Background: an optimization exercise with open tools, aiming at small area and a short achievable clock period. Do not read the settings as production practice. The RTL was checked by simulation tests, not by an equivalence proof against the original design. Power and IR drop assume default switching activity.

File: config.mk
export PLATFORM = sky130hd
export DESIGN_NAME = exec_stage
export DESIGN_NICKNAME = exec_stage
export VERILOG_FILES = /design/flow/design.v
export SDC_FILE = /design/flow/constraint.sdc
export NUM_CORES = 4
export LEC_CHECK = 0
export ABC_AREA = 1
export CAP_MARGIN = 20
export CELL_PAD_IN_SITES_DETAIL_PLACEMENT = 1
export CELL_PAD_IN_SITES_GLOBAL_PLACEMENT = 1
export CORE_MARGIN = 2
export CORE_UTILIZATION = 32
export PLACE_DENSITY = 0.55
export SETUP_SLACK_MARGIN = 4
export SLEW_MARGIN = 20
File: constraint.sdc
create_clock -name core_clock -period 13.0 [get_ports {clk}]
set_input_delay 2.6000 -clock core_clock [delete_from_list [all_inputs] [get_ports {clk}]]
set_output_delay 2.6000 -clock core_clock [all_outputs]
set_load 0.01 [all_outputs]
File: design.v
module exec_stage #(
  parameter int N = 24,
  parameter int M = 6
) (
  input  logic                clk,
  input  logic                rst,
  input  logic                en,
  input  logic [N-1:0]        rd1, rd2, rd3, pc, imm,
  input  logic [N*M-1:0]      rdv1, rdv2, rdv3,
  input  logic [N*M-1:0]      Forward1, Forward2, Forward3,
  input  logic                Fa, Fb, Fc,
  input  logic [3:0]          aluControl, Rc, opCode,
  input  logic                immSrc, branchFlag, memWrite, memToReg, regWrite, modeSel,
  input  logic [1:0]          opType,
  output logic [17+2*N*M-1:0] bufferOut
);
  localparam int NM = N * M;
  localparam int BW = 17 + 2 * NM;
  logic          isCtrl, ld, hold;
  logic [BW-1:0] q, d;
  assign isCtrl = (opType == 2'b10);
  assign ld     = rst & en;
  assign hold   = rst & ~en;
  logic opAdd, opSub, opAnd, opOr, opXor, opShl, opShr, opMul, opB, opA;
  assign opAdd = (aluControl == 4'b0000);
  assign opSub = (aluControl == 4'b0001);
  assign opAnd = (aluControl == 4'b0010);
  assign opOr  = (aluControl == 4'b0011);
  assign opXor = (aluControl == 4'b0100);
  assign opShl = (aluControl == 4'b0101);
  assign opShr = (aluControl == 4'b0110);
  assign opMul = (aluControl == 4'b0111);
  assign opB   = (aluControl == 4'b1000);
  assign opA   = (aluControl == 4'b1001);
  logic [N-1:0] a   [M];
  logic [N-1:0] b   [M];
  logic [N-1:0] t   [M];
  logic [N-1:0] cmpB, pcImm;
  assign cmpB = Fb ? Forward2[N-1:0] : (modeSel ? rdv2[N-1:0] : rd2);
  assign a[0] = Fa ? Forward1[N-1:0] : (modeSel ? rdv1[N-1:0] : rd1);
  assign b[0] = immSrc ? imm : cmpB;
  assign t[0] = Fc ? Forward3[N-1:0] : (modeSel ? rdv3[N-1:0] : rd3);
  for (genvar k = 1; k < M; k++) begin : g_ops
    assign a[k] = Fa ? Forward1[k*N +: N] : rdv1[k*N +: N];
    assign b[k] = immSrc ? imm : (Fb ? Forward2[k*N +: N] : rdv2[k*N +: N]);
    assign t[k] = {N{modeSel}} & (Fc ? Forward3[k*N +: N] : rdv3[k*N +: N]);
  end
  logic [N-1:0] r [M];
  logic [M-1:0] nz;
  for (genvar k = 0; k < M; k++) begin : g_lane
    logic on;
    if (k == 0) begin : g_l0
      assign on = ld;
      exec_lane u_lane (
        .a(a[0]), .b(b[0]),
        .mul(opMul & ~isCtrl), .shl(opShl & ~isCtrl), .shr(opShr & ~isCtrl),
        .add(opAdd & ~isCtrl), .sub(opSub & ~isCtrl), .pa(opA & ~isCtrl), .pb(opB & ~isCtrl),
        .land(opAnd & ~isCtrl), .lor(opOr & ~isCtrl), .lxor(opXor & ~isCtrl),
        .ext(pcImm), .gext(isCtrl),
        .on(on), .r(r[k]), .nz(nz[k]));
    end else begin : g_ln
      assign on = ld & modeSel & ~isCtrl;
      exec_lane u_lane (
        .a(a[k]), .b(b[k]),
        .mul(opMul), .shl(opShl), .shr(opShr), .add(opAdd), .sub(opSub), .pa(opA), .pb(opB),
        .land(opAnd), .lor(opOr), .lxor(opXor),
        .ext('0), .gext(1'b0),
        .on(on), .r(r[k]), .nz(nz[k]));
    end
  end
  logic [N-1:0] cmpDiff;
  logic         cmpEq;
  exec_add24 u_pcimm (.a(pc), .b(imm), .ci(1'b0), .y(pcImm));
  exec_add24 u_cmp (.a(a[0]), .b(~cmpB), .ci(1'b1), .y(cmpDiff));
  assign cmpEq   = (a[0] == cmpB);
  logic anyR, zeroFlag, negFlag;
  assign anyR     = |nz;
  assign zeroFlag = isCtrl ? (ld & cmpEq) : (ld & ~anyR);
  assign negFlag  = isCtrl ? (ld & cmpDiff[N-1]) : r[0][N-1];
  logic [BW-1:0] nx;
  assign nx = {{7{ld}} & {modeSel, opType, opCode},
               r[5], r[4], r[3], r[2], r[1], r[0], zeroFlag, negFlag,
               {8{ld}} & {branchFlag, memWrite, memToReg, regWrite, Rc},
               {NM{ld}} & {t[5], t[4], t[3], t[2], t[1], t[0]}};
  assign d = nx | ({BW{hold}} & q);
  always_ff @(posedge clk) q <= d;
  assign bufferOut = q;
endmodule
module exec_lane (
  input  logic [23:0] a, b,
  input  logic        mul, shl, shr, add, sub, pa, pb, land, lor, lxor,
  input  logic [23:0] ext,
  input  logic        gext,
  input  logic        on,
  output logic [23:0] r,
  output logic        nz
);
  logic [23:0] ar, x, z, p, pr, rl;
  logic        pz;
  logic [4:0]  s;
  logic [11:0] one, two, neg, bone, btwo, sone, stwo;
  logic [24:0] bx;
  logic        c0;
  for (genvar j = 0; j < 24; j++) begin : g_rev
    assign ar[j] = a[23-j];
    assign pr[j] = p[23-j];
  end
  assign x = shr ? ar : a;
  assign s  = b[4:0];
  assign bx = {b, 1'b0};
  for (genvar i = 0; i < 12; i++) begin : g_booth
    assign bone[i] = bx[2*i+1] ^ bx[2*i];
    assign btwo[i] = (bx[2*i+2] & ~bx[2*i+1] & ~bx[2*i]) | (~bx[2*i+2] & bx[2*i+1] & bx[2*i]);
    assign sone[i] = (s == 5'(2*i));
    assign stwo[i] = (s == 5'(2*i+1));
    if (i == 0) begin : g_d0
      assign one[i] = (mul & bone[i]) | ((shl | shr) & sone[i]) | add | sub | pa;
    end else begin : g_dn
      assign one[i] = (mul & bone[i]) | ((shl | shr) & sone[i]);
    end
    assign two[i] = (mul & btwo[i]) | ((shl | shr) & stwo[i]);
    assign neg[i] = mul & bx[2*i+2];
  end
  assign c0 = (mul & b[1]) | sub;
  assign z  = {24{add | sub | pb}} & (b ^ {24{sub}});
  exec_mac24 u_mac (.x(x), .one(one), .two(two), .neg(neg), .c0(c0), .z(z), .p(p), .pz(pz));
  logic gp, gr, ga, go, gx;
  assign gp = on & (mul | shl | add | sub | pa | pb);
  assign gr = on & shr;
  assign ga = on & land;
  assign go = on & lor;
  assign gx = on & lxor;
  assign rl = ({24{ga}} & (a & b)) | ({24{go}} & (a | b)) | ({24{gx}} & (a ^ b)) |
              ({24{on & gext}} & ext);
  assign r  = ({24{gp}} & p) | ({24{gr}} & pr) | rl;
  assign nz = ((gp | gr) & ~pz) | (|rl);
endmodule
module exec_mac24 (
  input  logic [23:0] x,
  input  logic [11:0] one, two, neg,
  input  logic        c0,
  input  logic [23:0] z,
  output logic [23:0] p,
  output logic        pz
);
  logic [23:0] pp0;
  assign pp0[0] = ((one[0] & x[0])) ^ neg[0];
  assign pp0[1] = ((one[0] & x[1]) | (two[0] & x[0])) ^ neg[0];
  assign pp0[2] = ((one[0] & x[2]) | (two[0] & x[1])) ^ neg[0];
  assign pp0[3] = ((one[0] & x[3]) | (two[0] & x[2])) ^ neg[0];
  assign pp0[4] = ((one[0] & x[4]) | (two[0] & x[3])) ^ neg[0];
  assign pp0[5] = ((one[0] & x[5]) | (two[0] & x[4])) ^ neg[0];
  assign pp0[6] = ((one[0] & x[6]) | (two[0] & x[5])) ^ neg[0];
  assign pp0[7] = ((one[0] & x[7]) | (two[0] & x[6])) ^ neg[0];
  assign pp0[8] = ((one[0] & x[8]) | (two[0] & x[7])) ^ neg[0];
  assign pp0[9] = ((one[0] & x[9]) | (two[0] & x[8])) ^ neg[0];
  assign pp0[10] = ((one[0] & x[10]) | (two[0] & x[9])) ^ neg[0];
  assign pp0[11] = ((one[0] & x[11]) | (two[0] & x[10])) ^ neg[0];
  assign pp0[12] = ((one[0] & x[12]) | (two[0] & x[11])) ^ neg[0];
  assign pp0[13] = ((one[0] & x[13]) | (two[0] & x[12])) ^ neg[0];
  assign pp0[14] = ((one[0] & x[14]) | (two[0] & x[13])) ^ neg[0];
  assign pp0[15] = ((one[0] & x[15]) | (two[0] & x[14])) ^ neg[0];
  assign pp0[16] = ((one[0] & x[16]) | (two[0] & x[15])) ^ neg[0];
  assign pp0[17] = ((one[0] & x[17]) | (two[0] & x[16])) ^ neg[0];
  assign pp0[18] = ((one[0] & x[18]) | (two[0] & x[17])) ^ neg[0];
  assign pp0[19] = ((one[0] & x[19]) | (two[0] & x[18])) ^ neg[0];
  assign pp0[20] = ((one[0] & x[20]) | (two[0] & x[19])) ^ neg[0];
  assign pp0[21] = ((one[0] & x[21]) | (two[0] & x[20])) ^ neg[0];
  assign pp0[22] = ((one[0] & x[22]) | (two[0] & x[21])) ^ neg[0];
  assign pp0[23] = ((one[0] & x[23]) | (two[0] & x[22])) ^ neg[0];
  logic [21:0] pp1;
  assign pp1[0] = ((one[1] & x[0]) | z[2]) ^ neg[1];
  assign pp1[1] = ((one[1] & x[1]) | (two[1] & x[0]) | z[3]) ^ neg[1];
  assign pp1[2] = ((one[1] & x[2]) | (two[1] & x[1]) | z[4]) ^ neg[1];
  assign pp1[3] = ((one[1] & x[3]) | (two[1] & x[2]) | z[5]) ^ neg[1];
  assign pp1[4] = ((one[1] & x[4]) | (two[1] & x[3]) | z[6]) ^ neg[1];
  assign pp1[5] = ((one[1] & x[5]) | (two[1] & x[4]) | z[7]) ^ neg[1];
  assign pp1[6] = ((one[1] & x[6]) | (two[1] & x[5]) | z[8]) ^ neg[1];
  assign pp1[7] = ((one[1] & x[7]) | (two[1] & x[6]) | z[9]) ^ neg[1];
  assign pp1[8] = ((one[1] & x[8]) | (two[1] & x[7]) | z[10]) ^ neg[1];
  assign pp1[9] = ((one[1] & x[9]) | (two[1] & x[8]) | z[11]) ^ neg[1];
  assign pp1[10] = ((one[1] & x[10]) | (two[1] & x[9]) | z[12]) ^ neg[1];
  assign pp1[11] = ((one[1] & x[11]) | (two[1] & x[10]) | z[13]) ^ neg[1];
  assign pp1[12] = ((one[1] & x[12]) | (two[1] & x[11]) | z[14]) ^ neg[1];
  assign pp1[13] = ((one[1] & x[13]) | (two[1] & x[12]) | z[15]) ^ neg[1];
  assign pp1[14] = ((one[1] & x[14]) | (two[1] & x[13]) | z[16]) ^ neg[1];
  assign pp1[15] = ((one[1] & x[15]) | (two[1] & x[14]) | z[17]) ^ neg[1];
  assign pp1[16] = ((one[1] & x[16]) | (two[1] & x[15]) | z[18]) ^ neg[1];
  assign pp1[17] = ((one[1] & x[17]) | (two[1] & x[16]) | z[19]) ^ neg[1];
  assign pp1[18] = ((one[1] & x[18]) | (two[1] & x[17]) | z[20]) ^ neg[1];
  assign pp1[19] = ((one[1] & x[19]) | (two[1] & x[18]) | z[21]) ^ neg[1];
  assign pp1[20] = ((one[1] & x[20]) | (two[1] & x[19]) | z[22]) ^ neg[1];
  assign pp1[21] = ((one[1] & x[21]) | (two[1] & x[20]) | z[23]) ^ neg[1];
  logic [19:0] pp2;
  assign pp2[0] = ((one[2] & x[0])) ^ neg[2];
  assign pp2[1] = ((one[2] & x[1]) | (two[2] & x[0])) ^ neg[2];
  assign pp2[2] = ((one[2] & x[2]) | (two[2] & x[1])) ^ neg[2];
  assign pp2[3] = ((one[2] & x[3]) | (two[2] & x[2])) ^ neg[2];
  assign pp2[4] = ((one[2] & x[4]) | (two[2] & x[3])) ^ neg[2];
  assign pp2[5] = ((one[2] & x[5]) | (two[2] & x[4])) ^ neg[2];
  assign pp2[6] = ((one[2] & x[6]) | (two[2] & x[5])) ^ neg[2];
  assign pp2[7] = ((one[2] & x[7]) | (two[2] & x[6])) ^ neg[2];
  assign pp2[8] = ((one[2] & x[8]) | (two[2] & x[7])) ^ neg[2];
  assign pp2[9] = ((one[2] & x[9]) | (two[2] & x[8])) ^ neg[2];
  assign pp2[10] = ((one[2] & x[10]) | (two[2] & x[9])) ^ neg[2];
  assign pp2[11] = ((one[2] & x[11]) | (two[2] & x[10])) ^ neg[2];
  assign pp2[12] = ((one[2] & x[12]) | (two[2] & x[11])) ^ neg[2];
  assign pp2[13] = ((one[2] & x[13]) | (two[2] & x[12])) ^ neg[2];
  assign pp2[14] = ((one[2] & x[14]) | (two[2] & x[13])) ^ neg[2];
  assign pp2[15] = ((one[2] & x[15]) | (two[2] & x[14])) ^ neg[2];
  assign pp2[16] = ((one[2] & x[16]) | (two[2] & x[15])) ^ neg[2];
  assign pp2[17] = ((one[2] & x[17]) | (two[2] & x[16])) ^ neg[2];
  assign pp2[18] = ((one[2] & x[18]) | (two[2] & x[17])) ^ neg[2];
  assign pp2[19] = ((one[2] & x[19]) | (two[2] & x[18])) ^ neg[2];
  logic [17:0] pp3;
  assign pp3[0] = ((one[3] & x[0])) ^ neg[3];
  assign pp3[1] = ((one[3] & x[1]) | (two[3] & x[0])) ^ neg[3];
  assign pp3[2] = ((one[3] & x[2]) | (two[3] & x[1])) ^ neg[3];
  assign pp3[3] = ((one[3] & x[3]) | (two[3] & x[2])) ^ neg[3];
  assign pp3[4] = ((one[3] & x[4]) | (two[3] & x[3])) ^ neg[3];
  assign pp3[5] = ((one[3] & x[5]) | (two[3] & x[4])) ^ neg[3];
  assign pp3[6] = ((one[3] & x[6]) | (two[3] & x[5])) ^ neg[3];
  assign pp3[7] = ((one[3] & x[7]) | (two[3] & x[6])) ^ neg[3];
  assign pp3[8] = ((one[3] & x[8]) | (two[3] & x[7])) ^ neg[3];
  assign pp3[9] = ((one[3] & x[9]) | (two[3] & x[8])) ^ neg[3];
  assign pp3[10] = ((one[3] & x[10]) | (two[3] & x[9])) ^ neg[3];
  assign pp3[11] = ((one[3] & x[11]) | (two[3] & x[10])) ^ neg[3];
  assign pp3[12] = ((one[3] & x[12]) | (two[3] & x[11])) ^ neg[3];
  assign pp3[13] = ((one[3] & x[13]) | (two[3] & x[12])) ^ neg[3];
  assign pp3[14] = ((one[3] & x[14]) | (two[3] & x[13])) ^ neg[3];
  assign pp3[15] = ((one[3] & x[15]) | (two[3] & x[14])) ^ neg[3];
  assign pp3[16] = ((one[3] & x[16]) | (two[3] & x[15])) ^ neg[3];
  assign pp3[17] = ((one[3] & x[17]) | (two[3] & x[16])) ^ neg[3];
  logic [15:0] pp4;
  assign pp4[0] = ((one[4] & x[0])) ^ neg[4];
  assign pp4[1] = ((one[4] & x[1]) | (two[4] & x[0])) ^ neg[4];
  assign pp4[2] = ((one[4] & x[2]) | (two[4] & x[1])) ^ neg[4];
  assign pp4[3] = ((one[4] & x[3]) | (two[4] & x[2])) ^ neg[4];
  assign pp4[4] = ((one[4] & x[4]) | (two[4] & x[3])) ^ neg[4];
  assign pp4[5] = ((one[4] & x[5]) | (two[4] & x[4])) ^ neg[4];
  assign pp4[6] = ((one[4] & x[6]) | (two[4] & x[5])) ^ neg[4];
  assign pp4[7] = ((one[4] & x[7]) | (two[4] & x[6])) ^ neg[4];
  assign pp4[8] = ((one[4] & x[8]) | (two[4] & x[7])) ^ neg[4];
  assign pp4[9] = ((one[4] & x[9]) | (two[4] & x[8])) ^ neg[4];
  assign pp4[10] = ((one[4] & x[10]) | (two[4] & x[9])) ^ neg[4];
  assign pp4[11] = ((one[4] & x[11]) | (two[4] & x[10])) ^ neg[4];
  assign pp4[12] = ((one[4] & x[12]) | (two[4] & x[11])) ^ neg[4];
  assign pp4[13] = ((one[4] & x[13]) | (two[4] & x[12])) ^ neg[4];
  assign pp4[14] = ((one[4] & x[14]) | (two[4] & x[13])) ^ neg[4];
  assign pp4[15] = ((one[4] & x[15]) | (two[4] & x[14])) ^ neg[4];
  logic [13:0] pp5;
  assign pp5[0] = ((one[5] & x[0])) ^ neg[5];
  assign pp5[1] = ((one[5] & x[1]) | (two[5] & x[0])) ^ neg[5];
  assign pp5[2] = ((one[5] & x[2]) | (two[5] & x[1])) ^ neg[5];
  assign pp5[3] = ((one[5] & x[3]) | (two[5] & x[2])) ^ neg[5];
  assign pp5[4] = ((one[5] & x[4]) | (two[5] & x[3])) ^ neg[5];
  assign pp5[5] = ((one[5] & x[5]) | (two[5] & x[4])) ^ neg[5];
  assign pp5[6] = ((one[5] & x[6]) | (two[5] & x[5])) ^ neg[5];
  assign pp5[7] = ((one[5] & x[7]) | (two[5] & x[6])) ^ neg[5];
  assign pp5[8] = ((one[5] & x[8]) | (two[5] & x[7])) ^ neg[5];
  assign pp5[9] = ((one[5] & x[9]) | (two[5] & x[8])) ^ neg[5];
  assign pp5[10] = ((one[5] & x[10]) | (two[5] & x[9])) ^ neg[5];
  assign pp5[11] = ((one[5] & x[11]) | (two[5] & x[10])) ^ neg[5];
  assign pp5[12] = ((one[5] & x[12]) | (two[5] & x[11])) ^ neg[5];
  assign pp5[13] = ((one[5] & x[13]) | (two[5] & x[12])) ^ neg[5];
  logic [11:0] pp6;
  assign pp6[0] = ((one[6] & x[0])) ^ neg[6];
  assign pp6[1] = ((one[6] & x[1]) | (two[6] & x[0])) ^ neg[6];
  assign pp6[2] = ((one[6] & x[2]) | (two[6] & x[1])) ^ neg[6];
  assign pp6[3] = ((one[6] & x[3]) | (two[6] & x[2])) ^ neg[6];
  assign pp6[4] = ((one[6] & x[4]) | (two[6] & x[3])) ^ neg[6];
  assign pp6[5] = ((one[6] & x[5]) | (two[6] & x[4])) ^ neg[6];
  assign pp6[6] = ((one[6] & x[6]) | (two[6] & x[5])) ^ neg[6];
  assign pp6[7] = ((one[6] & x[7]) | (two[6] & x[6])) ^ neg[6];
  assign pp6[8] = ((one[6] & x[8]) | (two[6] & x[7])) ^ neg[6];
  assign pp6[9] = ((one[6] & x[9]) | (two[6] & x[8])) ^ neg[6];
  assign pp6[10] = ((one[6] & x[10]) | (two[6] & x[9])) ^ neg[6];
  assign pp6[11] = ((one[6] & x[11]) | (two[6] & x[10])) ^ neg[6];
  logic [9:0] pp7;
  assign pp7[0] = ((one[7] & x[0])) ^ neg[7];
  assign pp7[1] = ((one[7] & x[1]) | (two[7] & x[0])) ^ neg[7];
  assign pp7[2] = ((one[7] & x[2]) | (two[7] & x[1])) ^ neg[7];
  assign pp7[3] = ((one[7] & x[3]) | (two[7] & x[2])) ^ neg[7];
  assign pp7[4] = ((one[7] & x[4]) | (two[7] & x[3])) ^ neg[7];
  assign pp7[5] = ((one[7] & x[5]) | (two[7] & x[4])) ^ neg[7];
  assign pp7[6] = ((one[7] & x[6]) | (two[7] & x[5])) ^ neg[7];
  assign pp7[7] = ((one[7] & x[7]) | (two[7] & x[6])) ^ neg[7];
  assign pp7[8] = ((one[7] & x[8]) | (two[7] & x[7])) ^ neg[7];
  assign pp7[9] = ((one[7] & x[9]) | (two[7] & x[8])) ^ neg[7];
  logic [7:0] pp8;
  assign pp8[0] = ((one[8] & x[0])) ^ neg[8];
  assign pp8[1] = ((one[8] & x[1]) | (two[8] & x[0])) ^ neg[8];
  assign pp8[2] = ((one[8] & x[2]) | (two[8] & x[1])) ^ neg[8];
  assign pp8[3] = ((one[8] & x[3]) | (two[8] & x[2])) ^ neg[8];
  assign pp8[4] = ((one[8] & x[4]) | (two[8] & x[3])) ^ neg[8];
  assign pp8[5] = ((one[8] & x[5]) | (two[8] & x[4])) ^ neg[8];
  assign pp8[6] = ((one[8] & x[6]) | (two[8] & x[5])) ^ neg[8];
  assign pp8[7] = ((one[8] & x[7]) | (two[8] & x[6])) ^ neg[8];
  logic [5:0] pp9;
  assign pp9[0] = ((one[9] & x[0])) ^ neg[9];
  assign pp9[1] = ((one[9] & x[1]) | (two[9] & x[0])) ^ neg[9];
  assign pp9[2] = ((one[9] & x[2]) | (two[9] & x[1])) ^ neg[9];
  assign pp9[3] = ((one[9] & x[3]) | (two[9] & x[2])) ^ neg[9];
  assign pp9[4] = ((one[9] & x[4]) | (two[9] & x[3])) ^ neg[9];
  assign pp9[5] = ((one[9] & x[5]) | (two[9] & x[4])) ^ neg[9];
  logic [3:0] pp10;
  assign pp10[0] = ((one[10] & x[0])) ^ neg[10];
  assign pp10[1] = ((one[10] & x[1]) | (two[10] & x[0])) ^ neg[10];
  assign pp10[2] = ((one[10] & x[2]) | (two[10] & x[1])) ^ neg[10];
  assign pp10[3] = ((one[10] & x[3]) | (two[10] & x[2])) ^ neg[10];
  logic [1:0] pp11;
  assign pp11[0] = one[11] & x[0];
  assign pp11[1] = (one[11] & (x[1] ^ (neg[11] & x[0]))) | (two[11] & x[0]);
  logic s0, co0;
  logic s1, co1;
  logic s2, co2;
  logic s3, co3;
  logic s4, co4;
  logic s5, co5;
  logic s6, co6;
  logic s7, co7;
  logic s8, co8;
  logic s9, co9;
  logic s10, co10;
  logic s11, co11;
  logic s12, co12;
  logic s13, co13;
  logic s14, co14;
  logic s15;
  logic s16;
  logic s17;
  logic s18, co18;
  logic s19, co19;
  logic s20, co20;
  logic s21, co21;
  logic s22, co22;
  logic s23, co23;
  logic s24, co24;
  logic s25, co25;
  logic s26, co26;
  logic s27, co27;
  logic s28, co28;
  logic s29, co29;
  logic s30, co30;
  logic s31, co31;
  logic s32, co32;
  logic s33, co33;
  logic s34, co34;
  logic s35, co35;
  logic s36, co36;
  logic s37, co37;
  logic s38, co38;
  logic s39, co39;
  logic s40, co40;
  logic s41, co41;
  logic s42, co42;
  logic s43, co43;
  logic s44, co44;
  logic s45, co45;
  logic s46, co46;
  logic s47, co47;
  logic s48, co48;
  logic s49, co49;
  logic s50, co50;
  logic s51;
  logic s52;
  logic s53;
  logic s54, co54;
  logic s55, co55;
  logic s56, co56;
  logic s57, co57;
  logic s58, co58;
  logic s59, co59;
  logic s60, co60;
  logic s61, co61;
  logic s62, co62;
  logic s63, co63;
  logic s64, co64;
  logic s65, co65;
  logic s66, co66;
  logic s67, co67;
  logic s68, co68;
  logic s69, co69;
  logic s70, co70;
  logic s71, co71;
  logic s72, co72;
  logic s73, co73;
  logic s74, co74;
  logic s75, co75;
  logic s76, co76;
  logic s77, co77;
  logic s78, co78;
  logic s79, co79;
  logic s80, co80;
  logic s81, co81;
  logic s82, co82;
  logic s83, co83;
  logic s84, co84;
  logic s85, co85;
  logic s86;
  logic s87;
  logic s88, co88;
  logic s89, co89;
  logic s90, co90;
  logic s91, co91;
  logic s92, co92;
  logic s93, co93;
  logic s94, co94;
  logic s95, co95;
  logic s96, co96;
  logic s97, co97;
  logic s98, co98;
  logic s99, co99;
  logic s100, co100;
  logic s101, co101;
  logic s102, co102;
  logic s103, co103;
  logic s104, co104;
  logic s105, co105;
  logic s106, co106;
  logic s107;
  logic s108, co108;
  logic s109, co109;
  logic s110, co110;
  logic s111, co111;
  logic s112, co112;
  logic s113, co113;
  logic s114, co114;
  logic s115, co115;
  logic s116, co116;
  logic s117, co117;
  logic s118, co118;
  logic s119, co119;
  logic s120, co120;
  logic s121, co121;
  logic s122, co122;
  logic s123, co123;
  logic s124, co124;
  logic s125, co125;
  logic s126, co126;
  logic s127, co127;
  logic s128, co128;
  logic s129, co129;
  logic s130, co130;
  logic s131;
  exec_ha u_s0 (.a(neg[8]), .b(pp0[16]), .s(s0), .co(co0));
  exec_ha u_s1 (.a(pp0[17]), .b(pp1[15]), .s(s1), .co(co1));
  exec_fa u_s2 (.a(neg[9]), .b(pp0[18]), .c(pp1[16]), .s(s2), .co(co2));
  exec_ha u_s3 (.a(pp2[14]), .b(pp3[12]), .s(s3), .co(co3));
  exec_fa u_s4 (.a(pp0[19]), .b(pp1[17]), .c(pp2[15]), .s(s4), .co(co4));
  exec_ha u_s5 (.a(pp3[13]), .b(pp4[11]), .s(s5), .co(co5));
  exec_fa u_s6 (.a(neg[10]), .b(pp0[20]), .c(pp1[18]), .s(s6), .co(co6));
  exec_fa u_s7 (.a(pp2[16]), .b(pp3[14]), .c(pp4[12]), .s(s7), .co(co7));
  exec_ha u_s8 (.a(pp5[10]), .b(pp6[8]), .s(s8), .co(co8));
  exec_fa u_s9 (.a(pp0[21]), .b(pp1[19]), .c(pp2[17]), .s(s9), .co(co9));
  exec_fa u_s10 (.a(pp3[15]), .b(pp4[13]), .c(pp5[11]), .s(s10), .co(co10));
  exec_ha u_s11 (.a(pp6[9]), .b(pp7[7]), .s(s11), .co(co11));
  exec_fa u_s12 (.a(pp0[22]), .b(pp1[20]), .c(pp2[18]), .s(s12), .co(co12));
  exec_fa u_s13 (.a(pp3[16]), .b(pp4[14]), .c(pp5[12]), .s(s13), .co(co13));
  exec_fa u_s14 (.a(pp6[10]), .b(pp7[8]), .c(pp8[6]), .s(s14), .co(co14));
  assign s15 = pp0[23] ^ pp1[21] ^ pp2[19];
  assign s16 = pp3[17] ^ pp4[15] ^ pp5[13];
  assign s17 = pp6[11] ^ pp7[9] ^ pp8[7];
  exec_ha u_s18 (.a(neg[5]), .b(pp0[10]), .s(s18), .co(co18));
  exec_ha u_s19 (.a(pp0[11]), .b(pp1[9]), .s(s19), .co(co19));
  exec_fa u_s20 (.a(neg[6]), .b(pp0[12]), .c(pp1[10]), .s(s20), .co(co20));
  exec_ha u_s21 (.a(pp2[8]), .b(pp3[6]), .s(s21), .co(co21));
  exec_fa u_s22 (.a(pp0[13]), .b(pp1[11]), .c(pp2[9]), .s(s22), .co(co22));
  exec_ha u_s23 (.a(pp3[7]), .b(pp4[5]), .s(s23), .co(co23));
  exec_fa u_s24 (.a(neg[7]), .b(pp0[14]), .c(pp1[12]), .s(s24), .co(co24));
  exec_fa u_s25 (.a(pp2[10]), .b(pp3[8]), .c(pp4[6]), .s(s25), .co(co25));
  exec_ha u_s26 (.a(pp5[4]), .b(pp6[2]), .s(s26), .co(co26));
  exec_fa u_s27 (.a(pp0[15]), .b(pp1[13]), .c(pp2[11]), .s(s27), .co(co27));
  exec_fa u_s28 (.a(pp3[9]), .b(pp4[7]), .c(pp5[5]), .s(s28), .co(co28));
  exec_ha u_s29 (.a(pp6[3]), .b(pp7[1]), .s(s29), .co(co29));
  exec_fa u_s30 (.a(pp1[14]), .b(pp2[12]), .c(pp3[10]), .s(s30), .co(co30));
  exec_fa u_s31 (.a(pp4[8]), .b(pp5[6]), .c(pp6[4]), .s(s31), .co(co31));
  exec_fa u_s32 (.a(pp7[2]), .b(pp8[0]), .c(s0), .s(s32), .co(co32));
  exec_fa u_s33 (.a(pp2[13]), .b(pp3[11]), .c(pp4[9]), .s(s33), .co(co33));
  exec_fa u_s34 (.a(pp5[7]), .b(pp6[5]), .c(pp7[3]), .s(s34), .co(co34));
  exec_fa u_s35 (.a(pp8[1]), .b(co0), .c(s1), .s(s35), .co(co35));
  exec_fa u_s36 (.a(pp4[10]), .b(pp5[8]), .c(pp6[6]), .s(s36), .co(co36));
  exec_fa u_s37 (.a(pp7[4]), .b(pp8[2]), .c(pp9[0]), .s(s37), .co(co37));
  exec_fa u_s38 (.a(co1), .b(s3), .c(s2), .s(s38), .co(co38));
  exec_fa u_s39 (.a(pp5[9]), .b(pp6[7]), .c(pp7[5]), .s(s39), .co(co39));
  exec_fa u_s40 (.a(pp8[3]), .b(pp9[1]), .c(co3), .s(s40), .co(co40));
  exec_fa u_s41 (.a(s5), .b(co2), .c(s4), .s(s41), .co(co41));
  exec_fa u_s42 (.a(pp7[6]), .b(pp8[4]), .c(pp9[2]), .s(s42), .co(co42));
  exec_fa u_s43 (.a(pp10[0]), .b(co5), .c(s8), .s(s43), .co(co43));
  exec_fa u_s44 (.a(co4), .b(s6), .c(s7), .s(s44), .co(co44));
  exec_fa u_s45 (.a(pp8[5]), .b(pp9[3]), .c(pp10[1]), .s(s45), .co(co45));
  exec_fa u_s46 (.a(co8), .b(s11), .c(co6), .s(s46), .co(co46));
  exec_fa u_s47 (.a(co7), .b(s9), .c(s10), .s(s47), .co(co47));
  exec_fa u_s48 (.a(pp9[4]), .b(pp10[2]), .c(pp11[0]), .s(s48), .co(co48));
  exec_fa u_s49 (.a(co11), .b(co9), .c(co10), .s(s49), .co(co49));
  exec_fa u_s50 (.a(s12), .b(s13), .c(s14), .s(s50), .co(co50));
  assign s51 = pp9[5] ^ pp10[3] ^ pp11[1];
  assign s52 = co12 ^ co13 ^ co14;
  assign s53 = s15 ^ s16 ^ s17;
  exec_ha u_s54 (.a(neg[3]), .b(pp0[6]), .s(s54), .co(co54));
  exec_ha u_s55 (.a(pp0[7]), .b(pp1[5]), .s(s55), .co(co55));
  exec_fa u_s56 (.a(neg[4]), .b(pp0[8]), .c(pp1[6]), .s(s56), .co(co56));
  exec_ha u_s57 (.a(pp2[4]), .b(pp3[2]), .s(s57), .co(co57));
  exec_fa u_s58 (.a(pp0[9]), .b(pp1[7]), .c(pp2[5]), .s(s58), .co(co58));
  exec_ha u_s59 (.a(pp3[3]), .b(pp4[1]), .s(s59), .co(co59));
  exec_fa u_s60 (.a(pp1[8]), .b(pp2[6]), .c(pp3[4]), .s(s60), .co(co60));
  exec_fa u_s61 (.a(pp4[2]), .b(pp5[0]), .c(s18), .s(s61), .co(co61));
  exec_fa u_s62 (.a(pp2[7]), .b(pp3[5]), .c(pp4[3]), .s(s62), .co(co62));
  exec_fa u_s63 (.a(pp5[1]), .b(co18), .c(s19), .s(s63), .co(co63));
  exec_fa u_s64 (.a(pp4[4]), .b(pp5[2]), .c(pp6[0]), .s(s64), .co(co64));
  exec_fa u_s65 (.a(co19), .b(s21), .c(s20), .s(s65), .co(co65));
  exec_fa u_s66 (.a(pp5[3]), .b(pp6[1]), .c(co21), .s(s66), .co(co66));
  exec_fa u_s67 (.a(s23), .b(co20), .c(s22), .s(s67), .co(co67));
  exec_fa u_s68 (.a(pp7[0]), .b(co23), .c(s26), .s(s68), .co(co68));
  exec_fa u_s69 (.a(co22), .b(s24), .c(s25), .s(s69), .co(co69));
  exec_fa u_s70 (.a(co26), .b(s29), .c(co24), .s(s70), .co(co70));
  exec_fa u_s71 (.a(co25), .b(s27), .c(s28), .s(s71), .co(co71));
  exec_fa u_s72 (.a(co29), .b(co27), .c(co28), .s(s72), .co(co72));
  exec_fa u_s73 (.a(s30), .b(s31), .c(s32), .s(s73), .co(co73));
  exec_fa u_s74 (.a(co30), .b(co31), .c(s33), .s(s74), .co(co74));
  exec_fa u_s75 (.a(s34), .b(co32), .c(s35), .s(s75), .co(co75));
  exec_fa u_s76 (.a(co33), .b(co34), .c(s36), .s(s76), .co(co76));
  exec_fa u_s77 (.a(s37), .b(co35), .c(s38), .s(s77), .co(co77));
  exec_fa u_s78 (.a(co36), .b(co37), .c(s39), .s(s78), .co(co78));
  exec_fa u_s79 (.a(s40), .b(co38), .c(s41), .s(s79), .co(co79));
  exec_fa u_s80 (.a(co39), .b(s42), .c(co40), .s(s80), .co(co80));
  exec_fa u_s81 (.a(s43), .b(co41), .c(s44), .s(s81), .co(co81));
  exec_fa u_s82 (.a(co42), .b(s45), .c(co43), .s(s82), .co(co82));
  exec_fa u_s83 (.a(s46), .b(co44), .c(s47), .s(s83), .co(co83));
  exec_fa u_s84 (.a(co45), .b(s48), .c(co46), .s(s84), .co(co84));
  exec_fa u_s85 (.a(s49), .b(co47), .c(s50), .s(s85), .co(co85));
  assign s86 = co48 ^ s51 ^ co49;
  assign s87 = s52 ^ co50 ^ s53;
  exec_ha u_s88 (.a(neg[2]), .b(pp0[4]), .s(s88), .co(co88));
  exec_ha u_s89 (.a(pp0[5]), .b(pp1[3]), .s(s89), .co(co89));
  exec_fa u_s90 (.a(pp1[4]), .b(pp2[2]), .c(pp3[0]), .s(s90), .co(co90));
  exec_fa u_s91 (.a(pp2[3]), .b(pp3[1]), .c(co54), .s(s91), .co(co91));
  exec_fa u_s92 (.a(pp4[0]), .b(co55), .c(s57), .s(s92), .co(co92));
  exec_fa u_s93 (.a(co57), .b(s59), .c(co56), .s(s93), .co(co93));
  exec_fa u_s94 (.a(co59), .b(co58), .c(s60), .s(s94), .co(co94));
  exec_fa u_s95 (.a(co60), .b(s62), .c(co61), .s(s95), .co(co95));
  exec_fa u_s96 (.a(co62), .b(s64), .c(co63), .s(s96), .co(co96));
  exec_fa u_s97 (.a(co64), .b(s66), .c(co65), .s(s97), .co(co97));
  exec_fa u_s98 (.a(co66), .b(s68), .c(co67), .s(s98), .co(co98));
  exec_fa u_s99 (.a(co68), .b(s70), .c(co69), .s(s99), .co(co99));
  exec_fa u_s100 (.a(co70), .b(s72), .c(co71), .s(s100), .co(co100));
  exec_fa u_s101 (.a(co72), .b(s74), .c(co73), .s(s101), .co(co101));
  exec_fa u_s102 (.a(co74), .b(s76), .c(co75), .s(s102), .co(co102));
  exec_fa u_s103 (.a(co76), .b(s78), .c(co77), .s(s103), .co(co103));
  exec_fa u_s104 (.a(co78), .b(s80), .c(co79), .s(s104), .co(co104));
  exec_fa u_s105 (.a(co80), .b(s82), .c(co81), .s(s105), .co(co105));
  exec_fa u_s106 (.a(co82), .b(s84), .c(co83), .s(s106), .co(co106));
  assign s107 = co84 ^ s86 ^ co85;
  exec_ha u_s108 (.a(c0), .b(z[0]), .s(s108), .co(co108));
  exec_ha u_s109 (.a(z[1]), .b(pp0[1]), .s(s109), .co(co109));
  exec_fa u_s110 (.a(neg[1]), .b(pp0[2]), .c(pp1[0]), .s(s110), .co(co110));
  exec_ha u_s111 (.a(pp0[3]), .b(pp1[1]), .s(s111), .co(co111));
  exec_fa u_s112 (.a(pp1[2]), .b(pp2[0]), .c(s88), .s(s112), .co(co112));
  exec_fa u_s113 (.a(pp2[1]), .b(co88), .c(s89), .s(s113), .co(co113));
  exec_fa u_s114 (.a(co89), .b(s54), .c(s90), .s(s114), .co(co114));
  exec_fa u_s115 (.a(s55), .b(co90), .c(s91), .s(s115), .co(co115));
  exec_fa u_s116 (.a(s56), .b(co91), .c(s92), .s(s116), .co(co116));
  exec_fa u_s117 (.a(s58), .b(co92), .c(s93), .s(s117), .co(co117));
  exec_fa u_s118 (.a(s61), .b(co93), .c(s94), .s(s118), .co(co118));
  exec_fa u_s119 (.a(s63), .b(co94), .c(s95), .s(s119), .co(co119));
  exec_fa u_s120 (.a(s65), .b(co95), .c(s96), .s(s120), .co(co120));
  exec_fa u_s121 (.a(s67), .b(co96), .c(s97), .s(s121), .co(co121));
  exec_fa u_s122 (.a(s69), .b(co97), .c(s98), .s(s122), .co(co122));
  exec_fa u_s123 (.a(s71), .b(co98), .c(s99), .s(s123), .co(co123));
  exec_fa u_s124 (.a(s73), .b(co99), .c(s100), .s(s124), .co(co124));
  exec_fa u_s125 (.a(s75), .b(co100), .c(s101), .s(s125), .co(co125));
  exec_fa u_s126 (.a(s77), .b(co101), .c(s102), .s(s126), .co(co126));
  exec_fa u_s127 (.a(s79), .b(co102), .c(s103), .s(s127), .co(co127));
  exec_fa u_s128 (.a(s81), .b(co103), .c(s104), .s(s128), .co(co128));
  exec_fa u_s129 (.a(s83), .b(co104), .c(s105), .s(s129), .co(co129));
  exec_fa u_s130 (.a(s85), .b(co105), .c(s106), .s(s130), .co(co130));
  assign s131 = s87 ^ co106 ^ s107;
  logic [23:0] ra, rb;
  assign ra[0] = pp0[0];
  assign rb[0] = s108;
  assign ra[1] = co108;
  assign rb[1] = s109;
  assign ra[2] = co109;
  assign rb[2] = s110;
  assign ra[3] = co110;
  assign rb[3] = s111;
  assign ra[4] = co111;
  assign rb[4] = s112;
  assign ra[5] = co112;
  assign rb[5] = s113;
  assign ra[6] = co113;
  assign rb[6] = s114;
  assign ra[7] = co114;
  assign rb[7] = s115;
  assign ra[8] = co115;
  assign rb[8] = s116;
  assign ra[9] = co116;
  assign rb[9] = s117;
  assign ra[10] = co117;
  assign rb[10] = s118;
  assign ra[11] = co118;
  assign rb[11] = s119;
  assign ra[12] = co119;
  assign rb[12] = s120;
  assign ra[13] = co120;
  assign rb[13] = s121;
  assign ra[14] = co121;
  assign rb[14] = s122;
  assign ra[15] = co122;
  assign rb[15] = s123;
  assign ra[16] = co123;
  assign rb[16] = s124;
  assign ra[17] = co124;
  assign rb[17] = s125;
  assign ra[18] = co125;
  assign rb[18] = s126;
  assign ra[19] = co126;
  assign rb[19] = s127;
  assign ra[20] = co127;
  assign rb[20] = s128;
  assign ra[21] = co128;
  assign rb[21] = s129;
  assign ra[22] = co129;
  assign rb[22] = s130;
  assign ra[23] = co130;
  assign rb[23] = s131;
  logic [23:0] p_g, p_p;
  assign p_g = ra & rb;
  assign p_p = ra ^ rb;
  logic p_G0, p_P0;
  assign p_G0 = p_g[1] | (p_p[1] & p_g[0]);
  assign p_P0 = p_p[1] & p_p[0];
  logic p_G1, p_P1;
  assign p_G1 = p_g[3] | (p_p[3] & p_g[2]);
  assign p_P1 = p_p[3] & p_p[2];
  logic p_G2, p_P2;
  assign p_G2 = p_g[5] | (p_p[5] & p_g[4]);
  assign p_P2 = p_p[5] & p_p[4];
  logic p_G3, p_P3;
  assign p_G3 = p_g[7] | (p_p[7] & p_g[6]);
  assign p_P3 = p_p[7] & p_p[6];
  logic p_G4, p_P4;
  assign p_G4 = p_g[9] | (p_p[9] & p_g[8]);
  assign p_P4 = p_p[9] & p_p[8];
  logic p_G5, p_P5;
  assign p_G5 = p_g[11] | (p_p[11] & p_g[10]);
  assign p_P5 = p_p[11] & p_p[10];
  logic p_G6, p_P6;
  assign p_G6 = p_g[13] | (p_p[13] & p_g[12]);
  assign p_P6 = p_p[13] & p_p[12];
  logic p_G7, p_P7;
  assign p_G7 = p_g[15] | (p_p[15] & p_g[14]);
  assign p_P7 = p_p[15] & p_p[14];
  logic p_G8, p_P8;
  assign p_G8 = p_g[17] | (p_p[17] & p_g[16]);
  assign p_P8 = p_p[17] & p_p[16];
  logic p_G9, p_P9;
  assign p_G9 = p_g[19] | (p_p[19] & p_g[18]);
  assign p_P9 = p_p[19] & p_p[18];
  logic p_G10, p_P10;
  assign p_G10 = p_g[21] | (p_p[21] & p_g[20]);
  assign p_P10 = p_p[21] & p_p[20];
  logic p_G11, p_P11;
  assign p_G11 = p_G1 | (p_P1 & p_G0);
  assign p_P11 = p_P1 & p_P0;
  logic p_G12, p_P12;
  assign p_G12 = p_G3 | (p_P3 & p_G2);
  assign p_P12 = p_P3 & p_P2;
  logic p_G13, p_P13;
  assign p_G13 = p_G5 | (p_P5 & p_G4);
  assign p_P13 = p_P5 & p_P4;
  logic p_G14, p_P14;
  assign p_G14 = p_G7 | (p_P7 & p_G6);
  assign p_P14 = p_P7 & p_P6;
  logic p_G15, p_P15;
  assign p_G15 = p_G9 | (p_P9 & p_G8);
  assign p_P15 = p_P9 & p_P8;
  logic p_G16, p_P16;
  assign p_G16 = p_G12 | (p_P12 & p_G11);
  assign p_P16 = p_P12 & p_P11;
  logic p_G17, p_P17;
  assign p_G17 = p_G14 | (p_P14 & p_G13);
  assign p_P17 = p_P14 & p_P13;
  logic p_G18, p_P18;
  assign p_G18 = p_G17 | (p_P17 & p_G16);
  assign p_P18 = p_P17 & p_P16;
  logic p_G19, p_P19;
  assign p_G19 = p_G13 | (p_P13 & p_G16);
  assign p_P19 = p_P13 & p_P16;
  logic p_G20, p_P20;
  assign p_G20 = p_G15 | (p_P15 & p_G18);
  assign p_P20 = p_P15 & p_P18;
  logic p_G21, p_P21;
  assign p_G21 = p_G2 | (p_P2 & p_G11);
  assign p_P21 = p_P2 & p_P11;
  logic p_G22, p_P22;
  assign p_G22 = p_G4 | (p_P4 & p_G16);
  assign p_P22 = p_P4 & p_P16;
  logic p_G23, p_P23;
  assign p_G23 = p_G6 | (p_P6 & p_G19);
  assign p_P23 = p_P6 & p_P19;
  logic p_G24, p_P24;
  assign p_G24 = p_G8 | (p_P8 & p_G18);
  assign p_P24 = p_P8 & p_P18;
  logic p_G25, p_P25;
  assign p_G25 = p_G10 | (p_P10 & p_G20);
  assign p_P25 = p_P10 & p_P20;
  logic p_G26, p_P26;
  assign p_G26 = p_g[2] | (p_p[2] & p_G0);
  assign p_P26 = p_p[2] & p_P0;
  logic p_G27, p_P27;
  assign p_G27 = p_g[4] | (p_p[4] & p_G11);
  assign p_P27 = p_p[4] & p_P11;
  logic p_G28, p_P28;
  assign p_G28 = p_g[6] | (p_p[6] & p_G21);
  assign p_P28 = p_p[6] & p_P21;
  logic p_G29, p_P29;
  assign p_G29 = p_g[8] | (p_p[8] & p_G16);
  assign p_P29 = p_p[8] & p_P16;
  logic p_G30, p_P30;
  assign p_G30 = p_g[10] | (p_p[10] & p_G22);
  assign p_P30 = p_p[10] & p_P22;
  logic p_G31, p_P31;
  assign p_G31 = p_g[12] | (p_p[12] & p_G19);
  assign p_P31 = p_p[12] & p_P19;
  logic p_G32, p_P32;
  assign p_G32 = p_g[14] | (p_p[14] & p_G23);
  assign p_P32 = p_p[14] & p_P23;
  logic p_G33, p_P33;
  assign p_G33 = p_g[16] | (p_p[16] & p_G18);
  assign p_P33 = p_p[16] & p_P18;
  logic p_G34, p_P34;
  assign p_G34 = p_g[18] | (p_p[18] & p_G24);
  assign p_P34 = p_p[18] & p_P24;
  logic p_G35, p_P35;
  assign p_G35 = p_g[20] | (p_p[20] & p_G20);
  assign p_P35 = p_p[20] & p_P20;
  logic p_G36, p_P36;
  assign p_G36 = p_g[22] | (p_p[22] & p_G25);
  assign p_P36 = p_p[22] & p_P25;
  assign p[0] = p_p[0];
  assign p[1] = p_p[1] ^ p_g[0];
  assign p[2] = p_p[2] ^ p_G0;
  assign p[3] = p_p[3] ^ p_G26;
  assign p[4] = p_p[4] ^ p_G11;
  assign p[5] = p_p[5] ^ p_G27;
  assign p[6] = p_p[6] ^ p_G21;
  assign p[7] = p_p[7] ^ p_G28;
  assign p[8] = p_p[8] ^ p_G16;
  assign p[9] = p_p[9] ^ p_G29;
  assign p[10] = p_p[10] ^ p_G22;
  assign p[11] = p_p[11] ^ p_G30;
  assign p[12] = p_p[12] ^ p_G19;
  assign p[13] = p_p[13] ^ p_G31;
  assign p[14] = p_p[14] ^ p_G23;
  assign p[15] = p_p[15] ^ p_G32;
  assign p[16] = p_p[16] ^ p_G18;
  assign p[17] = p_p[17] ^ p_G33;
  assign p[18] = p_p[18] ^ p_G24;
  assign p[19] = p_p[19] ^ p_G34;
  assign p[20] = p_p[20] ^ p_G20;
  assign p[21] = p_p[21] ^ p_G35;
  assign p[22] = p_p[22] ^ p_G25;
  assign p[23] = p_p[23] ^ p_G36;
  assign pz = &((ra ^ rb) ~^ {ra[22:0] | rb[22:0], 1'b0});
endmodule
module exec_fa (input logic a, b, c, output logic s, co);
  assign {co, s} = a + b + c;
endmodule
module exec_ha (input logic a, b, output logic s, co);
  assign {co, s} = a + b;
endmodule
module exec_add24 (
  input  logic [23:0] a, b,
  input  logic        ci,
  output logic [23:0] y
);
  logic [24:0] s;
  logic [24:0] s_g, s_p;
  assign s_g = {a, ci} & {b, ci};
  assign s_p = {a, ci} ^ {b, ci};
  logic s_G0, s_P0;
  assign s_G0 = s_g[1] | (s_p[1] & s_g[0]);
  assign s_P0 = s_p[1] & s_p[0];
  logic s_G1, s_P1;
  assign s_G1 = s_g[3] | (s_p[3] & s_g[2]);
  assign s_P1 = s_p[3] & s_p[2];
  logic s_G2, s_P2;
  assign s_G2 = s_g[5] | (s_p[5] & s_g[4]);
  assign s_P2 = s_p[5] & s_p[4];
  logic s_G3, s_P3;
  assign s_G3 = s_g[7] | (s_p[7] & s_g[6]);
  assign s_P3 = s_p[7] & s_p[6];
  logic s_G4, s_P4;
  assign s_G4 = s_g[9] | (s_p[9] & s_g[8]);
  assign s_P4 = s_p[9] & s_p[8];
  logic s_G5, s_P5;
  assign s_G5 = s_g[11] | (s_p[11] & s_g[10]);
  assign s_P5 = s_p[11] & s_p[10];
  logic s_G6, s_P6;
  assign s_G6 = s_g[13] | (s_p[13] & s_g[12]);
  assign s_P6 = s_p[13] & s_p[12];
  logic s_G7, s_P7;
  assign s_G7 = s_g[15] | (s_p[15] & s_g[14]);
  assign s_P7 = s_p[15] & s_p[14];
  logic s_G8, s_P8;
  assign s_G8 = s_g[17] | (s_p[17] & s_g[16]);
  assign s_P8 = s_p[17] & s_p[16];
  logic s_G9, s_P9;
  assign s_G9 = s_g[19] | (s_p[19] & s_g[18]);
  assign s_P9 = s_p[19] & s_p[18];
  logic s_G10, s_P10;
  assign s_G10 = s_g[21] | (s_p[21] & s_g[20]);
  assign s_P10 = s_p[21] & s_p[20];
  logic s_G11, s_P11;
  assign s_G11 = s_g[23] | (s_p[23] & s_g[22]);
  assign s_P11 = s_p[23] & s_p[22];
  logic s_G12, s_P12;
  assign s_G12 = s_G1 | (s_P1 & s_G0);
  assign s_P12 = s_P1 & s_P0;
  logic s_G13, s_P13;
  assign s_G13 = s_G3 | (s_P3 & s_G2);
  assign s_P13 = s_P3 & s_P2;
  logic s_G14, s_P14;
  assign s_G14 = s_G5 | (s_P5 & s_G4);
  assign s_P14 = s_P5 & s_P4;
  logic s_G15, s_P15;
  assign s_G15 = s_G7 | (s_P7 & s_G6);
  assign s_P15 = s_P7 & s_P6;
  logic s_G16, s_P16;
  assign s_G16 = s_G9 | (s_P9 & s_G8);
  assign s_P16 = s_P9 & s_P8;
  logic s_G17, s_P17;
  assign s_G17 = s_G11 | (s_P11 & s_G10);
  assign s_P17 = s_P11 & s_P10;
  logic s_G18, s_P18;
  assign s_G18 = s_G13 | (s_P13 & s_G12);
  assign s_P18 = s_P13 & s_P12;
  logic s_G19, s_P19;
  assign s_G19 = s_G15 | (s_P15 & s_G14);
  assign s_P19 = s_P15 & s_P14;
  logic s_G20, s_P20;
  assign s_G20 = s_G17 | (s_P17 & s_G16);
  assign s_P20 = s_P17 & s_P16;
  logic s_G21, s_P21;
  assign s_G21 = s_G19 | (s_P19 & s_G18);
  assign s_P21 = s_P19 & s_P18;
  logic s_G22, s_P22;
  assign s_G22 = s_G20 | (s_P20 & s_G21);
  assign s_P22 = s_P20 & s_P21;
  logic s_G23, s_P23;
  assign s_G23 = s_G14 | (s_P14 & s_G18);
  assign s_P23 = s_P14 & s_P18;
  logic s_G24, s_P24;
  assign s_G24 = s_G16 | (s_P16 & s_G21);
  assign s_P24 = s_P16 & s_P21;
  logic s_G25, s_P25;
  assign s_G25 = s_G2 | (s_P2 & s_G12);
  assign s_P25 = s_P2 & s_P12;
  logic s_G26, s_P26;
  assign s_G26 = s_G4 | (s_P4 & s_G18);
  assign s_P26 = s_P4 & s_P18;
  logic s_G27, s_P27;
  assign s_G27 = s_G6 | (s_P6 & s_G23);
  assign s_P27 = s_P6 & s_P23;
  logic s_G28, s_P28;
  assign s_G28 = s_G8 | (s_P8 & s_G21);
  assign s_P28 = s_P8 & s_P21;
  logic s_G29, s_P29;
  assign s_G29 = s_G10 | (s_P10 & s_G24);
  assign s_P29 = s_P10 & s_P24;
  logic s_G30, s_P30;
  assign s_G30 = s_g[2] | (s_p[2] & s_G0);
  assign s_P30 = s_p[2] & s_P0;
  logic s_G31, s_P31;
  assign s_G31 = s_g[4] | (s_p[4] & s_G12);
  assign s_P31 = s_p[4] & s_P12;
  logic s_G32, s_P32;
  assign s_G32 = s_g[6] | (s_p[6] & s_G25);
  assign s_P32 = s_p[6] & s_P25;
  logic s_G33, s_P33;
  assign s_G33 = s_g[8] | (s_p[8] & s_G18);
  assign s_P33 = s_p[8] & s_P18;
  logic s_G34, s_P34;
  assign s_G34 = s_g[10] | (s_p[10] & s_G26);
  assign s_P34 = s_p[10] & s_P26;
  logic s_G35, s_P35;
  assign s_G35 = s_g[12] | (s_p[12] & s_G23);
  assign s_P35 = s_p[12] & s_P23;
  logic s_G36, s_P36;
  assign s_G36 = s_g[14] | (s_p[14] & s_G27);
  assign s_P36 = s_p[14] & s_P27;
  logic s_G37, s_P37;
  assign s_G37 = s_g[16] | (s_p[16] & s_G21);
  assign s_P37 = s_p[16] & s_P21;
  logic s_G38, s_P38;
  assign s_G38 = s_g[18] | (s_p[18] & s_G28);
  assign s_P38 = s_p[18] & s_P28;
  logic s_G39, s_P39;
  assign s_G39 = s_g[20] | (s_p[20] & s_G24);
  assign s_P39 = s_p[20] & s_P24;
  logic s_G40, s_P40;
  assign s_G40 = s_g[22] | (s_p[22] & s_G29);
  assign s_P40 = s_p[22] & s_P29;
  assign s[0] = s_p[0];
  assign s[1] = s_p[1] ^ s_g[0];
  assign s[2] = s_p[2] ^ s_G0;
  assign s[3] = s_p[3] ^ s_G30;
  assign s[4] = s_p[4] ^ s_G12;
  assign s[5] = s_p[5] ^ s_G31;
  assign s[6] = s_p[6] ^ s_G25;
  assign s[7] = s_p[7] ^ s_G32;
  assign s[8] = s_p[8] ^ s_G18;
  assign s[9] = s_p[9] ^ s_G33;
  assign s[10] = s_p[10] ^ s_G26;
  assign s[11] = s_p[11] ^ s_G34;
  assign s[12] = s_p[12] ^ s_G23;
  assign s[13] = s_p[13] ^ s_G35;
  assign s[14] = s_p[14] ^ s_G27;
  assign s[15] = s_p[15] ^ s_G36;
  assign s[16] = s_p[16] ^ s_G21;
  assign s[17] = s_p[17] ^ s_G37;
  assign s[18] = s_p[18] ^ s_G28;
  assign s[19] = s_p[19] ^ s_G38;
  assign s[20] = s_p[20] ^ s_G24;
  assign s[21] = s_p[21] ^ s_G39;
  assign s[22] = s_p[22] ^ s_G29;
  assign s[23] = s_p[23] ^ s_G40;
  assign s[24] = s_p[24] ^ s_G22;
  assign y = s[24:1];
endmodule
File: flow/run.sh
#!/bin/bash
set -euo pipefail
export BUFFER_PORTS_ARGS="-buffer_cell sky130_fd_sc_hd__buf_1"
bash standard.sh > standard.log 2>&1
File: standard.sh
#!/bin/bash
# synth_recipe.tcl (not shown) runs the flow's synth.tcl, then flattens the netlist and writes it again
# the make line also repeats each setting of config.mk as NAME=value (left out here)
make -C /OpenROAD-flow-scripts/flow DESIGN_CONFIG=/design/flow/config.mk WORK_HOME=/design/flow/orfs CLKGATE_MAP_FILE= SYNTH_SCRIPT=/design/flow/synth_recipe.tcl "${@:-finish}"
==> notes.md <==
==> synth_stat cells, drive strengths merged, types with 9 or more instances <==
cell type / number
nor3: 27
a21o: 23
a32oi: 17
or2: 184
nor2: 673
clkinv: 81
a22o: 32
ha: 730
inv: 1482
o21ai: 725
a221oi: 154
a31oi: 23
o211ai: 26
xnor2: 131
a211oi: 15
o2111ai: 107
o21a: 12
fa: 683
nor4: 22
dfxtp: 305
a21oi: 239
nand3: 468
o22ai: 612
nand3b: 24
nand4: 107
o221ai: 21
buf: 179
a211o: 9
xor2: 889
o31ai: 127
clkbuf: 365
nand2: 2538
==> worst max-delay path by stage <==
stage,end,slack (ps),cells past startpoint
after floorplan,q[275],4090,32
after global placement,q[153],920,35
after detailed placement,q[153],720,35
after CTS,q[153],3960,39
after global routing,q[153],3670,38
final,q[153],3670,26
==> worst max-delay path, cell delays in order <==
cell and delay, ps:
buf_2 190, ha_1 310, a21oi_1 90, o21bai_2 310
nand4_1 130, nand2_1 150, nand3_1 80, nand2_1 120
nand3_1 80, nand2_1 110, a31oi_1 150, o21ai_2 250
nand3_1 150, o21bai_2 200, a31oi_2 200, fa_1 540
o22ai_1 100, a221oi_2 540, nand4_1 860, nor4_4 1060
nand4_1 830, nor3_4 610, nand3_1 130, nand2_1 70
nand2_1 50, nand2_1 50
==> per-stage QoR <==
stage	instances	cell area [sq um]	util (%)	hold slack (ps)	power, uW
floorplan	11100	77300	-	472	4770
global placement	15300	85800	35.7	432	7960
detailed placement	15300	85900	35.7	432	8100
CTS	15800	96300	40.1	448	10300
global route	16000	99500	41.4	475	11500
finish	16100	99600	41.5	451	11200
==> where the power goes <==
part / switching (uW) / internal, uW
clock: 659 / 782
combinational: 5830 / 2850
sequential: 68.1 / 1000
total: 6560 / 4630
==> layout make-up <==
cell class	count	share of cell area, %
antenna	78	0.196
clock buffer	63	1.36
clock inverter	24	0.269
inverter	1563	6.54
multi-input combinational	8650	67.7
sequential	305	6.13
tap	3185	4.00
timing repair buffer	2183	13.6
timing repair inverter	15	0.166
==> per-layer routing <==
metal / GRT usage [%] / vias to the layer above / routed length, um
met5: 0 / - / 500
met4: 31.8 / 66 / 52900
met3: 17.0 / 1791 / 79700
met2: 69.1 / 6818 / 248000
met1: 62.0 / 48700 / 241000
li1: - / 39800 / -
==> what timing repair did <==
action,in CTS,in global routing
gates resized for setup,1165,402
endpoints found under the setup margin,141,69
pin swaps,238,209
hold buffers,0,0
gates cloned,44,6
setup buffers,421,161
==> logic make-up after synthesis <==
kind of cell | synth area share [%]
compound gates | 17.6
xor+xnor | 11.6
fa+ha+maj | 29.5
buf+inv | 10.9
flops | 7.90
simple gates | 22.6
==> results.rst <==
.. list-table::
   :header-rows: 1

   * - Metric
     - Value
   * - Worst R2R Setup Slack
     - between 10000 and 15000 ps
   * - Final setup fails
     - 0
   * - Wire length of the first global-routing pass
     - 820000 um
   * - Setup Skew
     - 0 ps
   * - Register name with the most flops
     - q
   * - Later-pin clock latency in the skew report
     - 740 ps
   * - Layout Nets
     - 15200
   * - Total congestion overflow after global routing
     - 0
   * - Multi-input gate area in the final layout
     - 67500 sq um
   * - Clock period minus final worst setup slack
     - a little over 9000 ps
   * - Startpoint of the most critical setup path
     - imm[1]
   * - Power Density
     - 112 nW/um^2
   * - Overall via count from detail_route
     - 97200
   * - Leakage dissipation
     - ~0.043 uW
   * - Status
     - complete, no violations
   * - Setup repair after global routing missed its margin
     - yes
   * - Critical-path maximum fanout
     - 3
   * - Worst Min Path Start
     - q[304]
   * - Sum of negative setup slack
     - 0 ps
   * - Max frequency
     - 107 MHz
   * - Critical path required time
     - approximately 14000 ps
   * - Number of buffers created by CTS
     - 48
   * - Clock H-tree levels
     - 2
   * - Number of warnings reported in the yosys synthesis log
     - 8
   * - Cell row count
     - between 150 and 200
   * - Worst slew margin relative to its limit
     - 11.0%
   * - Avg Synthesized Cell Area
     - approximately 7 sq um
   * - Root Driver
     - clkbuf_16
   * - Cell taking the most area after synthesis
     - fa_1
   * - Final routed wirelength across all metal layers
     - 622000 um
   * - Number of top-level pins
     - 1315
   * - Die area
     - approximately 250000 sq um
   * - Hold Crit Class
     - flip-flop to flip-flop
   * - Maximum number of buffers from clock root to sink
     - 3
   * - IR Drop Worst-Case VDD
     - 128 uV
   * - Proportion of layout cells with a drive suffix above 1
     - roughly 18%
   * - Launch point of the worst reg-to-reg path
     - q[248]
   * - Top flip-flop cell by instance count after synthesis
     - dfxtp_1
   * - Detailed Place HPWL
     - 496000 um
   * - Die width
     - between 400 and 500 um
   * - Clock-pin slew reported for the worst setup and hold paths after clock tree synthesis
     - 70 ps
   * - Count of unresolved DRC violations after routing
     - 0
   * - Placeable core region
     - 240000 sq um
   * - Pin slew with the least headroom to its limit
     - 1340 ps
   * - Number of antenna violations at the first check in global routing
     - between 200 and 250
   * - Most common cell after layout, fill and taps aside
     - nand2_1
   * - ANT nets after route
     - 0
   * - Fraction of the cycle the final worst path needs
     - a little under three quarters
   * - Commonest non-fill, non-tap cells in the layout
     - nand2_1, buf_1, inv_1
   * - Crit end category
     - flip-flop
   * - DR WL/cell
     - 38.7 um
   * - Synth Instances
     - around 11000
   * - Final weighted congestion in routability-driven placement
     - 1.13
   * - Starting density of the core
     - between 30 and 40%
   * - Number of global-route vias before repair
     - 95100
   * - Largest net degree at the start of global routing
     - 80
   * - Number of synthesized register bits
     - 305
   * - TritonCTS clock tree
     - done
   * - Share of the synthesized area in the top cell type
     - 17.7%
   * - Kind of critical path
     - primary input to flip-flop
   * - Vertical die dimension
     - 496 um
   * - Largest register FFs
     - roughly 310
   * - Global-route usage over all layers
     - 48.6%
   * - Final hold violations
     - 0
   * - Final critical-path setup slack
     - between 3000 and 4000 ps
   * - Number of max-cap violations
     - 0
   * - Setup slack at placement
     - roughly 720 ps
   * - Vias per inst
     - 6.05
   * - Fillcell total
     - slightly above 30000
   * - Count of final max-slew check failures
     - 0
   * - Kind of start point of the critical path
     - primary input
   * - Instance count along the most critical hold path
     - 2
   * - Mapped Area
     - 77300 sq um
   * - FF/Latch Area
     - 6110 sq um
   * - Cell types with the largest area share after synthesis
     - fa_1, ha_1, nand2_1
   * - Async SR Flop Fraction
     - 0%
   * - Worst-case hold path end point
     - q[304]
   * - Top Registers
     - q (305)
   * - Synthesized net count
     - 13500
   * - Fraction of the yosys area taken by sequential cells
     - 7.90%
   * - Sink count of the clock tree
     - 305
   * - Number of cells on the worst reg-to-reg path
     - 2
   * - Layout-stage area growth over the synthesis result
     - 28.9%
   * - Input/output buffers
     - 1314
   * - Number of flops mapped to enable cells by yosys
     - 0
   * - Number of DRC markers in iteration 0
     - between 10000 and 15000
   * - 1st-pass router iterations
     - 6
   * - Data arrival, critical path
     - 10020 ps
   * - R2R Path End
     - q[248]
   * - Distinct cell type count of the synthesized netlist
     - 69

[separate check: timing with driven ports]
In the flow no input, the clock included, has a driving cell. The finished layout below was timed again as built, in two steps. Step 1 (the two cells are an assumption about what drives the block):
set clk [get_ports {clk}]
set_driving_cell -lib_cell sky130_fd_sc_hd__clkbuf_16 $clk
set_driving_cell -lib_cell sky130_fd_sc_hd__buf_2 [delete_from_list [all_inputs] $clk]
Step 2 adds t to the input delays and takes it off the output delays; t is the mean of the earliest and latest rising clock arrival at the registers after step 1. Input paths then give back, and output paths get back, about the clock's delay inside the block. Slacks: ideal ports / drivers / drivers and shift; pairs: ideal ports / drivers.
t (ns): 0.818
slack for setup (ns): 3.671 / 3.534 / 2.717
worst hold slack (ns): 0.451 / 0.451 / 0.451
worst setup path at the end: input to register
After both steps setup and hold are still met in this run. For this run, drivers alone change the setup slack by -0.137 ns; drivers and shift together by -0.954 ns.
